What follows belongs to an exercise in optimizing a design on an open flow for small area; a production flow would make more cautious choices.
No activity file was given, so power comes from the tool's default toggle rates.

Design rgb_led_array_pwm, start of the top module:
module rgb_led_array_pwm #(
  parameter int P_LED_NUM = 4,
  parameter int P_DUTY_W  = 8,
  parameter int P_CE_DIV  = 4,
  parameter int P_CE_W    = 2,
  parameter int P_SPD_W   = 10,
  parameter int P_PHASE   = 192
) (
  input  logic                 I_CLK_100MHZ,
  input  logic                 I_RST,
  input  logic [1:0]           I_MODE,
  input  logic [P_SPD_W-1:0]   I_SPEED,
  input  logic [P_DUTY_W-1:0]  I_BRIGHTNESS,
  input  logic                 I_INVERTED,
  input  logic [P_DUTY_W-1:0]  I_FIX_R,
  input  logic [P_DUTY_W-1:0]  I_FIX_G,
  input  logic [P_DUTY_W-1:0]  I_FIX_B,
  output logic [P_LED_NUM-1:0] O_LED_R,
  output logic [P_LED_NUM-1:0] O_LED_G,
  output logic [P_LED_NUM-1:0] O_LED_B,
  output logic                 O_FRAME,
  output logic [3:0]           O_STATUS
);
  function automatic logic gt8(input logic [7:0] a, input logic [7:0] b);
    gt8 = 1'b0;
    for (int i = 0; i < 8; i++) gt8 = (a[i] & ~b[i]) | (~(a[i] ^ b[i]) & gt8);
  endfunction
  function automatic logic gt6(input logic [5:0] a, input logic [5:0] b);
    gt6 = 1'b0;
    for (int i = 0; i < 6; i++) gt6 = (a[i] & ~b[i]) | (~(a[i] ^ b[i]) & gt6);
  endfunction
  function automatic logic [7:0] inc8(input logic [7:0] a);
    logic c;
    c = 1'b1;
    for (int i = 0; i < 8; i++) begin inc8[i] = a[i] ^ c; c = a[i] & c; end
  endfunction
  logic [1:0]  ce_cnt_r;
  logic [7:0]  pwm_cnt_r;
  logic [7:0]  pwm_inc_s;
  logic        frame_r;
  logic        ce_s, ce0_s, pre_s, frame_s, pwm_last_s;
  assign ce_s       = (ce_cnt_r == 2'd3);
  assign ce0_s      = (ce_cnt_r == 2'd0);
  assign pwm_last_s = (pwm_cnt_r == 8'd254);
  assign frame_s    = ce_s && pwm_last_s;
  assign pre_s      = (ce_cnt_r == 2'd2) && pwm_last_s;
  assign pwm_inc_s  = inc8(pwm_cnt_r);
  always_ff @(posedge I_CLK_100MHZ or posedge I_RST) begin
    if (I_RST) ce_cnt_r <= 2'd0;
    else       ce_cnt_r <= {ce_cnt_r[1] ^ ce_cnt_r[0], ~ce_cnt_r[0]};
  end
  always_ff @(posedge I_CLK_100MHZ or posedge I_RST) begin
    if (I_RST)        pwm_cnt_r <= 8'd0;
    else if (frame_s) pwm_cnt_r <= 8'd0;
    else if (ce_s)    pwm_cnt_r <= pwm_inc_s;
  end
  always_ff @(posedge I_CLK_100MHZ or posedge I_RST) begin
    if (I_RST) frame_r <= 1'b0;
    else       frame_r <= frame_s;
  end
  logic [9:0]  step_cnt_r;
  logic [9:0]  step_inc_s;
  ...
For scale: about 9000 um2 of cells after synthesis.
clock: 13.0 ns
lec_check: 0
cap_margin: 20
core_margin: 2
core_utilization: 45
place_density: 0.6
slew_margin: 20
run.sh (not shown) runs the stock make flow with config.mk's settings and CLKGATE_MAP_FILE= SYNTH_SCRIPT=/design/flow/synth_recipe.tcl, a recipe that flattens the netlist after the stock synthesis.
Then changed:
--- a/flow/design.v
+++ b/flow/design.v
@@ -153,35 +153,39 @@
   end
   logic [7:0]  col_r_r, col_g_r, col_b_r;
   logic        wheel_r, breath_r;
   logic [7:0]  kb_r;
   logic [7:0]  kb_in_s;
   logic [7:0]  mul_in_s;
   logic [7:0]  mul_s;
   assign kb_in_s  = ((mode_r == 2'd3) && !blink_r) ? 8'd0 : I_BRIGHTNESS;
   assign mul_in_s = pre_s ? I_FIX_R : (frame_s ? col_g_r : col_b_r);
   always_comb begin
-    logic [15:0] acc;
-    logic [7:0]  pp;
-    logic        c, a;
-    acc = {8'd0, mul_in_s};
+    logic [16:0] sv, cv, cn;
+    logic [15:0] pp;
+    logic        c;
+    sv = {9'd0, mul_in_s};
+    cv = 17'd0;
     for (int j = 0; j < 8; j++) begin
-      pp = level_r[j] ? mul_in_s : 8'd0;
-      c = 1'b0;
-      for (int i = 0; i < 8; i++) begin
-        a = acc[i+j];
-        acc[i+j] = a ^ pp[i] ^ c;
-        c = (a & pp[i]) | (a & c) | (pp[i] & c);
+      pp = level_r[j] ? (16'(mul_in_s) << j) : 16'd0;
+      cn = 17'd0;
+      for (int k = 0; k < 16; k++) begin
+        cn[k+1] = (sv[k] & cv[k]) | (sv[k] & pp[k]) | (cv[k] & pp[k]);
+        sv[k]   = sv[k] ^ cv[k] ^ pp[k];
       end
-      acc[j+8] = c;
+      cv = cn;
+    end
+    c = 1'b0;
+    for (int k = 0; k < 16; k++) begin
+      if (k >= 8) mul_s[k-8] = sv[k] ^ cv[k] ^ c;
+      c = (sv[k] & cv[k]) | (sv[k] & c) | (cv[k] & c);
     end
-    mul_s = acc[15:8];
   end
   always_ff @(posedge I_CLK_100MHZ) begin
     if (pre_s) begin
       wheel_r  <= (mode_r == 2'd0);
       breath_r <= (mode_r == 2'd2);
       col_r_r  <= (mode_r == 2'd0) ? hue_r[7:0] :
                   (mode_r == 2'd2) ? mul_s : I_FIX_R;
       col_g_r  <= (mode_r == 2'd0) ? {I_FIX_G[7:2], hue_r[9:8]} : I_FIX_G;
       col_b_r  <= I_FIX_B;
     end else begin
Outcome: Total power barely changes; critical path depth is unchanged; register-to-register slack gains 1800 ps; setup slack gets better by 2000 ps; hold slack is about the same; final cell count went up by about 2.2%; core utilization goes down by 1.4 points; cell area falls by 2.4%; routed wire length shrinks by 3.0%; area after synthesis goes up by 0.32%; sequential power stays flat.
No functional check of the RTL was part of any run of this note.

-- what the ideal ports hide --
In the flow no input, the clock included, has a driving cell. The finished layouts below were timed again as built, in two steps. Step 1, drivers: a clkbuf_16 drives I_CLK_100MHZ and a buf_2 each remaining input, both assumed. Step 2 also shifts input and output timing later by t, the mid clock arrival at the registers, as if the neighbouring blocks saw the same clock. Slacks: ideal / step 1 / step 2; pairs: ideal / step 1.
| run | t, ns | setup WS [ns] | worst slew at a driven data input, ns | pins driven straight from the clock port |
|---|---|---|---|---|
| the first run | 0.401 | 0.275 / 0.301 / -0.100 | 0.05 | 1 |
| the second run | 0.401 | 2.306 / 2.323 / 1.922 | 0.04 | 1 |
With both steps, setup timing fails in the first run, where it was met with ideal ports. For the second run, which loses most, drivers alone change the setup slack by +0.017 ns; drivers and shift together by -0.384 ns.
